This design comes from an exercise in tuning for small area, a short achievable clock period and few clock cycles per item on the open sky130 flow, not from production work.
The RTL of this run was laid out without a check of its function.
Power and IR drop assume default switching activity.

$ cat design/flow/flow/run.sh
#!/bin/bash
# Standard ORFS layout with these changes (the clock and constraints are
# unchanged):
# - synthesis leaves adders to ABC (no ADDER_MAP_FILE full-adder cell
#   mapping); registers come out the same as in the standard synthesis;
# - port buffers of a plain buffer cell;
# - a clock tree without dummy loads.
set -euo pipefail
bash standard.sh ADDER_MAP_FILE= SETUP_SLACK_MARGIN=10.0 \
  "BUFFER_PORTS_ARGS=-buffer_cell sky130_fd_sc_hd__buf_2" \
  "CTS_ARGS=-sink_clustering_enable -repair_clock_nets -dont_use_dummy_load -buf_list sky130_fd_sc_hd__clkbuf_16 -sink_clustering_size 30" \
  finish > make_finish.log 2>&1
$ cat design/flow/standard.sh
#!/bin/bash
# synth_recipe.tcl (not shown) runs the flow's synth.tcl, then flattens the netlist and writes it again
# the make line also repeats each setting of config.mk as NAME=value (left out here)
make -C /OpenROAD-flow-scripts/flow DESIGN_CONFIG=/design/flow/config.mk WORK_HOME=/design/flow/orfs CLKGATE_MAP_FILE= SYNTH_SCRIPT=/design/flow/synth_recipe.tcl "${@:-finish}"
$ cat design/flow/config.mk
export PLATFORM = sky130hd
export DESIGN_NAME = rgb_to_hsv_converter_top
export DESIGN_NICKNAME = rgb_to_hsv_converter_top
export VERILOG_FILES = /design/flow/design.v
export SDC_FILE = /design/flow/constraint.sdc
export NUM_CORES = 4
export LEC_CHECK = 0
export ABC_AREA = 1
export CAP_MARGIN = 20
export CORE_MARGIN = 2
export CORE_UTILIZATION = 60
export SLEW_MARGIN = 20
$ cat design/flow/constraint.sdc
create_clock -name core_clock -period 14.0 [get_ports {clk}]
set_input_delay 2.8000 -clock core_clock [delete_from_list [all_inputs] [get_ports {clk}]]
set_output_delay 2.8000 -clock core_clock [all_outputs]
set_load 0.01 [all_outputs]
$ cat design/flow/design.v
module rhc_final (
  input  logic [14:0] qs,
  input  logic [11:0] qh,
  input  logic [2:0]  k,
  input  logic [7:0]  mx,
  output logic [14:0] hue,
  output logic [14:0] sat,
  output logic [14:0] bri
);
  localparam logic [21*16-1:0] TA = {16'hf800, 16'h07c0, 16'he738, 16'h96b4, 16'hcc66, 16'hd5aa, 16'h78f0, 16'h64cc, 16'h52aa, 16'h07c0, 16'he738, 16'h96b4, 16'hcc66, 16'hd5aa, 16'h78f0, 16'h64cc, 16'h52aa, 16'h07c0, 16'he738, 16'h96b4, 16'hcc66};
  localparam logic [17*16-1:0] TB = {16'hf800, 16'h07c0, 16'he738, 16'h96b4, 16'hcc66, 16'hd5aa, 16'h78f0, 16'h64cc, 16'h52aa, 16'h07c0, 16'he738, 16'hd6b4, 16'h8ce6, 16'h952a, 16'h3878, 16'h3666, 16'had55};
  logic [15:0] ha, hb;
  logic [20:0] ta, tsum;
  logic [16:0] tb;
  always_comb begin
    ha = 16'd1 << mx[7:4];
    hb = 16'd1 << mx[3:0];
    for (int i = 0; i < 21; i++) ta[i] = |(ha & TA[i*16 +: 16]);
    for (int i = 0; i < 17; i++) tb[i] = |(hb & TB[i*16 +: 16]);
    tsum = ta + 21'(tb);
    bri  = tsum[20:6];
    hue  = {7'(qh[11:8]) + 7'(k) * 7'd15, qh[7:0]};
    sat  = (mx != 8'd0) ? qs : 15'd0;
  end
endmodule
module rhc_div_cell (
  input  logic [7:0] r,
  input  logic       b,
  input  logic [7:0] den,
  output logic [7:0] r_n,
  output logic       q
);
  logic [9:0] t;
  always_comb begin
    t   = {1'b0, r, b} - {2'b00, den};
    q   = ~t[9];
    r_n = q ? t[7:0] : {r[6:0], b};
  end
endmodule
module rhc_div4_cell (
  input  logic [7:0] r,
  input  logic [1:0] b,
  input  logic [7:0] den,
  input  logic [9:0] den3,
  output logic [7:0] r_n,
  output logic [1:0] q
);
  logic [9:0]  r4;
  logic [10:0] t1, t2, t3;
  logic c1, c2, c3;
  always_comb begin
    r4 = {r, b};
    t1 = {1'b0, r4} - {3'b000, den};
    t2 = {1'b0, r4} - {2'b00, den, 1'b0};
    t3 = {1'b0, r4} - {1'b0, den3};
    c1 = ~t1[10];
    c2 = ~t2[10];
    c3 = ~t3[10];
    q  = {c2, c3 | (c1 & ~c2)};
    if (c3)      r_n = t3[7:0];
    else if (c2) r_n = t2[7:0];
    else if (c1) r_n = t1[7:0];
    else         r_n = r4[7:0];
  end
endmodule
module rhc_front (
  input  logic [7:0] r,
  input  logic [7:0] g,
  input  logic [7:0] b,
  output logic [7:0] d,
  output logic [7:0] dh,
  output logic [7:0] mx,
  output logic [7:0] np,
  output logic [2:0] k
);
  logic ge_rg, ge_rb, ge_gb, eq;
  logic [7:0] mn, md, na, nb;
  always_comb begin
    ge_rg = r >= g;
    ge_rb = r >= b;
    ge_gb = g >= b;
    eq = (r == g) && (g == b);
    if (ge_rg && ge_rb) begin         
      mx = r;
      if (ge_gb) begin md = g; mn = b; k = 3'd0; end
      else       begin md = b; mn = g; k = 3'd5; end
    end else if (ge_gb) begin         
      mx = g;
      if (!ge_rb) begin md = b; mn = r; k = 3'd2; end
      else        begin md = r; mn = b; k = 3'd1; end
    end else begin                    
      mx = b;
      if (ge_rg) begin md = r; mn = g; k = 3'd4; end
      else       begin md = g; mn = r; k = 3'd3; end
    end
    d  = mx - mn;
    na = k[0] ? mx : md;
    nb = k[0] ? md : mn;
    np = na - nb;
    dh = {d[7:1], d[0] | eq};
  end
endmodule
module rgb_to_hsv_converter_top (
  input  logic        clk,
  input  logic        rst,
  input  logic        in_valid,
  output logic        in_stall,
  input  logic [7:0]  red,
  input  logic [7:0]  green,
  input  logic [7:0]  blue,
  output logic        out_valid,
  input  logic        out_stall,
  output logic [14:0] hue,
  output logic [14:0] saturation,
  output logic [14:0] brightness
);
  wire adv = ~out_valid | ~out_stall;
  logic       skid_v;
  logic [7:0] sk_r, sk_g, sk_b;
  assign in_stall = skid_v;
  always_ff @(posedge clk) begin
    if (rst) skid_v <= 1'b0;
    else if (skid_v) skid_v <= ~adv;
    else skid_v <= ~adv & in_valid;
    if (!skid_v) begin sk_r <= red; sk_g <= green; sk_b <= blue; end
  end
  logic       v0;
  logic [7:0] r0, g0, b0;
  always_ff @(posedge clk) begin
    if (rst) v0 <= 1'b0;
    else if (adv) v0 <= skid_v | in_valid;
    if (adv) begin
      r0 <= skid_v ? sk_r : red;
      g0 <= skid_v ? sk_g : green;
      b0 <= skid_v ? sk_b : blue;
    end
  end
  wire [7:0] f1_d, f1_dh, f1_mx, f1_np; wire [2:0] f1_k;
  rhc_front f1 (.r(r0), .g(g0), .b(b0), .d(f1_d), .dh(f1_dh), .mx(f1_mx), .np(f1_np), .k(f1_k));
  logic v1;
  logic [7:0] p1_d;
  logic [0:0] p1_eq;
  logic [7:0] p1_mx;
  logic [7:0] p1_np;
  logic [2:0] p1_k;
  always_ff @(posedge clk) begin
    if (rst) v1 <= 1'b0;
    else if (adv) v1 <= v0;
    if (adv) begin
      p1_d <= f1_d;
      p1_eq <= f1_dh[0] ^ f1_d[0];
      p1_mx <= f1_mx;
      p1_np <= f1_np;
      p1_k <= f1_k;
    end
  end
  wire [14:0] f2_n = {p1_d, 6'd0} + {1'b0, p1_d, 5'd0} + {5'd0, p1_d, 2'd0};
  wire [9:0] f2_ts = {1'b0, p1_mx, 1'b0} + {2'b0, p1_mx};
  wire [7:0] f2_rs = f2_n[14:7]; wire [6:0] f2_bs = f2_n[6:0];
  wire [5:0] w3 = f2_bs[5:0];
  wire [7:0] st4_r; wire st4_q;
  rhc_div_cell st4 (.r(f2_rs), .b(f2_bs[6]), .den(p1_mx), .r_n(st4_r), .q(st4_q));
  wire [7:0] f5_dh = {p1_d[7:1], p1_d[0] | p1_eq};
  wire [11:0] f5_m = {p1_np, 4'd0} - {4'd0, p1_np};
  wire [9:0] f5_th = {1'b0, f5_dh, 1'b0} + {2'b0, f5_dh};
  wire [7:0] f5_rh = f5_m[11:4]; wire [3:0] f5_bh = f5_m[3:0];
  logic v2;
  logic [2:0] p2_k;
  logic [7:0] p2_rs;
  logic [5:0] p2_bs;
  logic [7:0] p2_Ds;
  logic [0:0] p2_qs;
  logic [7:0] p2_rh;
  logic [3:0] p2_bh;
  logic [7:0] p2_Dh;
  always_ff @(posedge clk) begin
    if (rst) v2 <= 1'b0;
    else if (adv) v2 <= v1;
    if (adv) begin
      p2_k <= p1_k;
      p2_rs <= st4_r;
      p2_bs <= w3;
      p2_Ds <= p1_mx;
      p2_qs <= st4_q;
      p2_rh <= f5_rh;
      p2_bh <= f5_bh;
      p2_Dh <= f5_dh;
    end
  end
  wire [4:0] w6 = p2_bs[4:0];
  wire [7:0] st7_r; wire st7_q;
  rhc_div_cell st7 (.r(p2_rs), .b(p2_bs[5]), .den(p2_Ds), .r_n(st7_r), .q(st7_q));
  wire [1:0] w8 = {p2_qs, st7_q};
  wire [3:0] w9 = w6[3:0];
  wire [7:0] st10_r; wire st10_q;
  rhc_div_cell st10 (.r(st7_r), .b(w6[4]), .den(p2_Ds), .r_n(st10_r), .q(st10_q));
  wire [2:0] w11 = {w8, st10_q};
  wire [2:0] w12 = w9[2:0];
  wire [7:0] st13_r; wire st13_q;
  rhc_div_cell st13 (.r(st10_r), .b(w9[3]), .den(p2_Ds), .r_n(st13_r), .q(st13_q));
  wire [3:0] w14 = {w11, st13_q};
  wire [1:0] w15 = w12[1:0];
  wire [7:0] st16_r; wire st16_q;
  rhc_div_cell st16 (.r(st13_r), .b(w12[2]), .den(p2_Ds), .r_n(st16_r), .q(st16_q));
  wire [4:0] w17 = {w14, st16_q};
  wire [2:0] w18 = p2_bh[2:0];
  wire [7:0] st19_r; wire st19_q;
  rhc_div_cell st19 (.r(p2_rh), .b(p2_bh[3]), .den(p2_Dh), .r_n(st19_r), .q(st19_q));
  wire [1:0] w20 = w18[1:0];
  wire [7:0] st21_r; wire st21_q;
  rhc_div_cell st21 (.r(st19_r), .b(w18[2]), .den(p2_Dh), .r_n(st21_r), .q(st21_q));
  wire [1:0] w22 = {st19_q, st21_q};
  wire [0:0] w23 = w20[0:0];
  wire [7:0] st24_r; wire st24_q;
  rhc_div_cell st24 (.r(st21_r), .b(w20[1]), .den(p2_Dh), .r_n(st24_r), .q(st24_q));
  wire [2:0] w25 = {w22, st24_q};
  wire [7:0] st26_r; wire st26_q;
  rhc_div_cell st26 (.r(st24_r), .b(w23[0]), .den(p2_Dh), .r_n(st26_r), .q(st26_q));
  wire [3:0] w27 = {w25, st26_q};
  logic v3;
  logic [2:0] p3_k;
  logic [7:0] p3_rs;
  logic [1:0] p3_bs;
  logic [7:0] p3_Ds;
  logic [4:0] p3_qs;
  logic [7:0] p3_rh;
  logic [7:0] p3_Dh;
  logic [3:0] p3_qh;
  always_ff @(posedge clk) begin
    if (rst) v3 <= 1'b0;
    else if (adv) v3 <= v2;
    if (adv) begin
      p3_k <= p2_k;
      p3_rs <= st16_r;
      p3_bs <= w15;
      p3_Ds <= p2_Ds;
      p3_qs <= w17;
      p3_rh <= st26_r;
      p3_Dh <= p2_Dh;
      p3_qh <= w27;
    end
  end
  wire [0:0] w28 = p3_bs[0:0];
  wire [7:0] st29_r; wire st29_q;
  rhc_div_cell st29 (.r(p3_rs), .b(p3_bs[1]), .den(p3_Ds), .r_n(st29_r), .q(st29_q));
  wire [5:0] w30 = {p3_qs, st29_q};
  wire [7:0] st31_r; wire st31_q;
  rhc_div_cell st31 (.r(st29_r), .b(w28[0]), .den(p3_Ds), .r_n(st31_r), .q(st31_q));
  wire [6:0] w32 = {w30, st31_q};
  wire [7:0] st33_r; wire st33_q;
  rhc_div_cell st33 (.r(st31_r), .b(1'b0), .den(p3_Ds), .r_n(st33_r), .q(st33_q));
  wire [7:0] w34 = {w32, st33_q};
  wire [7:0] st35_r; wire st35_q;
  rhc_div_cell st35 (.r(st33_r), .b(1'b0), .den(p3_Ds), .r_n(st35_r), .q(st35_q));
  wire [8:0] w36 = {w34, st35_q};
  wire [7:0] st37_r; wire st37_q;
  rhc_div_cell st37 (.r(p3_rh), .b(1'b0), .den(p3_Dh), .r_n(st37_r), .q(st37_q));
  wire [4:0] w38 = {p3_qh, st37_q};
  wire [7:0] st39_r; wire st39_q;
  rhc_div_cell st39 (.r(st37_r), .b(1'b0), .den(p3_Dh), .r_n(st39_r), .q(st39_q));
  wire [5:0] w40 = {w38, st39_q};
  wire [7:0] st41_r; wire st41_q;
  rhc_div_cell st41 (.r(st39_r), .b(1'b0), .den(p3_Dh), .r_n(st41_r), .q(st41_q));
  wire [6:0] w42 = {w40, st41_q};
  wire [7:0] st43_r; wire st43_q;
  rhc_div_cell st43 (.r(st41_r), .b(1'b0), .den(p3_Dh), .r_n(st43_r), .q(st43_q));
  wire [7:0] w44 = {w42, st43_q};
  logic v4;
  logic [2:0] p4_k;
  logic [7:0] p4_rs;
  logic [7:0] p4_Ds;
  logic [8:0] p4_qs;
  logic [7:0] p4_rh;
  logic [7:0] p4_Dh;
  logic [7:0] p4_qh;
  always_ff @(posedge clk) begin
    if (rst) v4 <= 1'b0;
    else if (adv) v4 <= v3;
    if (adv) begin
      p4_k <= p3_k;
      p4_rs <= st35_r;
      p4_Ds <= p3_Ds;
      p4_qs <= w36;
      p4_rh <= st43_r;
      p4_Dh <= p3_Dh;
      p4_qh <= w44;
    end
  end
  wire [7:0] st45_r; wire st45_q;
  rhc_div_cell st45 (.r(p4_rs), .b(1'b0), .den(p4_Ds), .r_n(st45_r), .q(st45_q));
  wire [9:0] w46 = {p4_qs, st45_q};
  wire [7:0] st47_r; wire st47_q;
  rhc_div_cell st47 (.r(st45_r), .b(1'b0), .den(p4_Ds), .r_n(st47_r), .q(st47_q));
  wire [10:0] w48 = {w46, st47_q};
  wire [7:0] st49_r; wire st49_q;
  rhc_div_cell st49 (.r(st47_r), .b(1'b0), .den(p4_Ds), .r_n(st49_r), .q(st49_q));
  wire [11:0] w50 = {w48, st49_q};
  wire [7:0] st51_r; wire st51_q;
  rhc_div_cell st51 (.r(st49_r), .b(1'b0), .den(p4_Ds), .r_n(st51_r), .q(st51_q));
  wire [12:0] w52 = {w50, st51_q};
  wire [7:0] st53_r; wire st53_q;
  rhc_div_cell st53 (.r(p4_rh), .b(1'b0), .den(p4_Dh), .r_n(st53_r), .q(st53_q));
  wire [8:0] w54 = {p4_qh, st53_q};
  wire [7:0] st55_r; wire st55_q;
  rhc_div_cell st55 (.r(st53_r), .b(1'b0), .den(p4_Dh), .r_n(st55_r), .q(st55_q));
  wire [9:0] w56 = {w54, st55_q};
  wire [7:0] st57_r; wire st57_q;
  rhc_div_cell st57 (.r(st55_r), .b(1'b0), .den(p4_Dh), .r_n(st57_r), .q(st57_q));
  wire [10:0] w58 = {w56, st57_q};
  wire [7:0] st59_r; wire st59_q;
  rhc_div_cell st59 (.r(st57_r), .b(1'b0), .den(p4_Dh), .r_n(st59_r), .q(st59_q));
  wire [11:0] w60 = {w58, st59_q};
  logic v5;
  logic [2:0] p5_k;
  logic [7:0] p5_rs;
  logic [7:0] p5_Ds;
  logic [12:0] p5_qs;
  logic [11:0] p5_qh;
  always_ff @(posedge clk) begin
    if (rst) v5 <= 1'b0;
    else if (adv) v5 <= v4;
    if (adv) begin
      p5_k <= p4_k;
      p5_rs <= st51_r;
      p5_Ds <= p4_Ds;
      p5_qs <= w52;
      p5_qh <= w60;
    end
  end
  wire [7:0] st61_r; wire st61_q;
  rhc_div_cell st61 (.r(p5_rs), .b(1'b0), .den(p5_Ds), .r_n(st61_r), .q(st61_q));
  wire [13:0] w62 = {p5_qs, st61_q};
  wire [7:0] st63_r; wire st63_q;
  rhc_div_cell st63 (.r(st61_r), .b(1'b0), .den(p5_Ds), .r_n(st63_r), .q(st63_q));
  wire [14:0] w64 = {w62, st63_q};
  wire [14:0] fin65_h, fin65_s, fin65_v;
  rhc_final fin65 (.qs(w64), .qh(p5_qh), .k(p5_k), .mx(p5_Ds), .hue(fin65_h), .sat(fin65_s), .bri(fin65_v));
  always_ff @(posedge clk) begin
    if (rst) out_valid <= 1'b0;
    else if (adv) out_valid <= v5;
    if (adv) begin
      hue        <= fin65_h;
      saturation <= fin65_s;
      brightness <= fin65_v;
    end
  end
endmodule
==> impl_metrics.toml <==
[synth]
synth.ff_latch_count = 311
yosys.area.top_type_share = 0.326
yosys.area.top_type = "edfxtp_1"
synth.cells.most_frequent = "nand2_1 (1,373), inv_1 (449), nand3_1 (427)"
synthesis.area_um2 = 25700
synth_nets = 3860
avgSynthCellArea_um2 = 6.71
synthCells = 3832
yosys_warnings = 4
synthTopCellsByArea = "edfxtp_1 (33%), nand2_1 (20%), nand3_1 (8.3%)"
async_flop_share = 0
synth.most_common_cell = "nand2_1"
yosysUniqueCellTypes = 67
ys.flop_type = "edfxtp_1"
ys_seq_area_frac = 0.351
synth-edff-count = 279

[clocking]
cts_max_path_buffers = 3
cts_hold_buf = 0
ctsRootBufferMaster = "clkbuf_16"
cts.sinks = 311
h-tree-depth = 2
numCtsBuffers = 38

[run_status]
toolErrorMsg = "[ERROR GRT-0232] Routing congestion too high. Check the congestion heatmap in the GUI."
outcome = "aborted with a tool error"
lastStage = "5_1_grt"

[timing]
endpoint_type = "register input"
worst_endpoint = "p4_rs[3]$_DFFE_PN_/D"

[floorplan]
fp-row-count = 75
die_h_um = 211
start_util = 0.610
die_w_um = 211
io_pins = 75

[global_route]
gr-total-overflow = 369
grtUsageTotal = 0.812
grt_max_degree = 84

[placed_design]
place_ws_ns = 8.00
port_buffers = 74
gp_congestion = 0.939
detailed_place_hpwl_um = 49300
## repair_timing
action	CTS
gates resized for setup	821
setup endpoints to repair	223
setup buffers	397
gates cloned	34
pin swaps	341
## metal layers
layer  GRT usage  overflow
met5       0.347         1
met2       0.952       196
met3       0.717        20
met4       0.838       140
met1       0.783        12
## power by group through the flow
stage / Combinational [W] / Clock (W) / Sequential (W)
detailed placement: 0.0134 / 0 / 0.00216
CTS: 0.0197 / 0.000841 / 0.00210
global placement: 0.0130 / 0 / 0.00215
floorplan: 0.0114 / 0 / 0.00205
## logic make-up after synthesis
group | share of synthesized area
AOI/OAI and AO/OA | 0.0827
xor gates and xnor gates | 0.0462
adders and majority gates | 0.00117
buffers and inverters | 0.0867
DFF | 0.351
muxes | 0.0105
and+or+nand+nor | 0.422
## metrics by stage
stage | cell area [um^2] | power [W] | std cells
global placement | 26800 | 0.0152 | 4399
CTS | 34400 | 0.0227 | 4868
floorplan | 26100 | 0.0134 | 3832
detailed placement | 26800 | 0.0156 | 4399
## worst max path at each step
stage	startpoint	endpoint	slack [ns]	cells past startpoint
after CTS	p2_Ds[6]	p3_rs[3]	9.73	34
after detailed placement	out_stall	brightness[13]	8.00	4
after global placement	out_stall	brightness[12]	8.13	4
after floorplan	out_stall	out_valid	9.50	4
